What follows belongs to an exercise in optimizing a design on an open flow for small area; a production flow would make more cautious choices. Function was checked by simulation only, so behaviour that the tests miss may differ from the original. No activity file was given, so power comes from the tool's default toggle rates.

==> flow/design.v <==
`default_nettype none
module rotate_points_about_centroid_core #(
  parameter int MaxVertices = 64
) (
  input  wire logic               clk,
  input  wire logic               rst,
  input  wire logic               cfg_we,
  input  wire logic               cfg_idx,
  input  wire logic [15:0]        cfg_data,
  input  wire logic               in_valid,
  output logic                    in_stall,
  input  wire logic signed [15:0] x_in,
  input  wire logic signed [15:0] y_in,
  input  wire logic               last_in,
  output logic                    out_valid,
  input  wire logic               out_stall,
  output logic signed [21:0]      x_out,
  output logic signed [21:0]      y_out,
  output logic                    last_out,
  output logic                    overflow
);
  typedef enum logic [2:0] {
    S_LOAD0, S_LOAD, S_SUM, S_CHK, S_DIV, S_STORE, S_WAIT, S_RUN
  } st_t;
  st_t               st;
  logic [63:0][31:0] ring;
  logic [5:0]        ph;
  logic [6:0]        cnt;
  logic              dropped;
  logic [15:0]       cos_r, sin_r;
  logic [33:0]       P;
  logic [15:0]       mx, my;
  logic              sx, sy;
  logic [21:0]       y_q;
  logic [6:0]        e1;
  logic [6:0]        o;
  logic              axis, neg, ov;
  logic full, acc, wr;
  assign full = cnt[6];
  always_comb begin
    in_stall = 1'b1;
    if (st == S_LOAD0) in_stall = 1'b0;
    else if (st == S_LOAD) in_stall = !(full || ph == cnt[5:0]);
  end
  assign acc = in_valid && !in_stall;
  assign wr = acc && (st == S_LOAD0 || !full);
  always_ff @(posedge clk) begin
    ring <= {ring[62:0], wr ? {y_in, x_in} : ring[63]};
    ph <= (st == S_LOAD0 && acc) ? 6'd1 : ph + 6'd1;
  end
  always_ff @(posedge clk) begin
    if (rst) begin
      cos_r <= 16'sd16384;
      sin_r <= '0;
    end else if (cfg_we) begin
      if (cfg_idx) sin_r <= cfg_data;
      else cos_r <= cfg_data;
    end
  end
  logic [3:0]  t;
  logic [1:0]  u;
  logic        r;
  logic [15:0] xtap, ytap;
  assign t = o[5:2];
  assign u = o[1:0];
  assign r = o[6];
  for (genvar k = 0; k < 16; k++) begin : g_tap
    assign xtap[k] = ring[4*k+1][15-k];
    assign ytap[k] = ring[4*k+2][31-k];
  end
  logic xb, yb, cxb, cyb, top;
  assign top = (t == 4'd0);
  assign xb = xtap[t];
  assign yb = ytap[t];
  assign cxb = mx[4'd15 - t] ^ sx;
  assign cyb = my[4'd15 - t] ^ sy;
  logic [15:0] src;
  logic        inv, cin, shl;
  logic [33:0] sum, opv;
  assign opv = {{18{src[15]}}, src} ^ {34{inv}};
  assign sum = (shl ? {P[32:0], 1'b0} : P) + opv + 34'(cin);
  logic [33:0] dsh, dnext;
  logic [7:0]  rtry;
  assign dsh = {P[32:0], 1'b0};
  assign rtry = {1'b0, dsh[28:22]} - {1'b0, cnt};
  assign dnext = rtry[7] ? dsh : {dsh[33:29], rtry[6:0], dsh[21:1], 1'b1};
  logic [23:0] q24;
  logic [21:0] satq;
  assign q24 = P[33:10];
  assign satq = (q24[23:21] == 3'b000 || q24[23:21] == 3'b111) ? q24[21:0]
              : {q24[23], {21{~q24[23]}}};
  logic svalid;
  assign svalid = {1'b0, ph} < cnt;
  logic padd;
  always_comb begin
    src = '0;
    inv = 1'b0;
    cin = 1'b0;
    shl = 1'b0;
    padd = 1'b0;
    if (st == S_SUM) begin
      src = axis ? ring[63][31:16] : ring[63][15:0];
      inv = neg;
      padd = svalid;
    end else if (st == S_RUN) begin
      unique case (u)
        2'd1: begin
          src = r ? cos_r : sin_r;
          shl = 1'b1;
          padd = 1'b1;
          if (xb == cxb) src = '0;
          else begin
            inv = (~xb ^ top);
            cin = inv;
          end
        end
        2'd2: begin
          src = r ? sin_r : cos_r;
          padd = 1'b1;
          if (yb == cyb) src = '0;
          else begin
            inv = (~yb ^ top) ^ r;
            cin = inv;
          end
        end
        2'd3: begin
          src = {1'b0, (r ? cxb : cyb), 13'd0, (t == 4'd6)};
          padd = 1'b1;
          inv = top && (r ? cxb : cyb);
          cin = inv;
        end
        default: ;
      endcase
    end
  end
  always_ff @(posedge clk) begin
    if (rst) begin
      st <= S_LOAD0;
      ov <= 1'b0;
    end else begin
      unique case (st)
        S_LOAD0: begin
          if (acc) begin
            cnt <= 7'd1;
            dropped <= 1'b0;
            if (last_in) begin
              st <= S_SUM;
              axis <= 1'b0;
              neg <= 1'b0;
              o <= '0;
            end else st <= S_LOAD;
          end
        end
        S_LOAD: begin
          if (acc) begin
            if (full) dropped <= 1'b1;
            else cnt <= cnt + 7'd1;
            if (last_in) begin
              st <= S_SUM;
              axis <= 1'b0;
              neg <= 1'b0;
              o <= '0;
            end
          end
        end
        S_SUM: begin
          o <= o + 7'd1;
          if (o[5:0] == 6'd63) st <= S_CHK;
        end
        S_CHK: begin
          o <= '0;
          if (!neg && P[33]) begin
            neg <= 1'b1;
            st <= S_SUM;
          end else begin
            if (axis) sy <= neg && !P[33];
            else sx <= neg && !P[33];
            st <= S_DIV;
          end
        end
        S_DIV: begin
          o <= o + 7'd1;
          if (o == 7'd21) st <= S_STORE;
        end
        S_STORE: begin
          o <= '0;
          neg <= 1'b0;
          if (!axis) begin
            mx <= P[15:0];
            axis <= 1'b1;
            st <= S_SUM;
          end else begin
            my <= P[15:0];
            e1 <= 7'd1;
            st <= S_WAIT;
          end
        end
        S_WAIT: begin
          if (ov) begin
            if (!out_stall) begin
              ov <= 1'b0;
              e1 <= e1 + 7'd1;
              if (e1 == cnt) st <= S_LOAD0;
            end
          end else if (ph == e1[5:0]) begin
            o <= 7'd1;
            st <= S_RUN;
          end
        end
        S_RUN: begin
          o <= o + 7'd1;
          if (o == 7'd127) begin
            ov <= 1'b1;
            st <= S_WAIT;
          end
        end
        default: st <= S_LOAD0;
      endcase
    end
  end
  always_ff @(posedge clk) begin
    if (st == S_LOAD0 || st == S_LOAD || st == S_STORE) P <= '0;
    else if (st == S_CHK) begin
      if (P[33]) P <= '0;
    end else if (st == S_DIV) P <= dnext;
    else if (st == S_WAIT) begin
      if (ov && !out_stall) P <= '0;
    end else if (st == S_RUN && o == 7'd64) P <= '0;
    else if (padd) P <= sum;
  end
  always_ff @(posedge clk) begin
    if (st == S_RUN && o == 7'd64) y_q <= satq;
  end
  assign out_valid = ov;
  assign x_out = satq;
  assign y_out = y_q;
  assign last_out = (e1 == cnt);
  assign overflow = dropped;
endmodule
`default_nettype wire
make LEC_CHECK=0 CAP_MARGIN=20 CORE_MARGIN=2 CORE_UTILIZATION=40 CTS_BUF_LIST=sky130_fd_sc_hd__clkbuf_4 SLEW_MARGIN=20 finish   # period 12.0 ns
run.sh (not shown) runs the stock make flow with config.mk's settings and CLKGATE_MAP_FILE= SYNTH_SCRIPT=/design/flow/synth_recipe.tcl, a recipe that flattens the netlist after the stock synthesis.
Change:
- CTS_BUF_LIST: sky130_fd_sc_hd__clkbuf_4 -> sky130_fd_sc_hd__clkbuf_8
The changed run went through all stages and came out clean.
Clock power increases by about 2%.
Non-clock buffer count does not change.
Count of clock-buffer cells in the layout decreases by 346.
Setup slack gains 0.083 ns.
Worst hold slack gains 0.015 ns.
Flip-flop and latch count stays the same.
Global-route usage decreases by 0.37 points.

## static timing again, ports no longer ideal
The flow's constraints put no driver on any port. The routed layouts listed below were extracted and timed again, unchanged, in two steps. Step 1, drivers: a clkbuf_16 drives clk and a buf_2 each remaining input, both assumed. Step 2 moves the port delays by t, midway between the first and last clock arrival at a register: inputs arrive t later, outputs are due t later. That takes back most of the time a late clock gives input paths. a / b / c = ideal ports / drivers / drivers and shift; a / b = the first two.
| run | t, ns | slack for setup (ns) | worst setup path after step 2 | cell pins on the clock port's net |
|---|---|---|---|---|
| the first run | 1.198 | 4.987 / 4.987 / 4.987 | register to register | 1 |
| the second run | 0.969 | 5.070 / 5.070 / 5.070 | register to register | 1 |
After both steps every run listed still meets setup and hold.
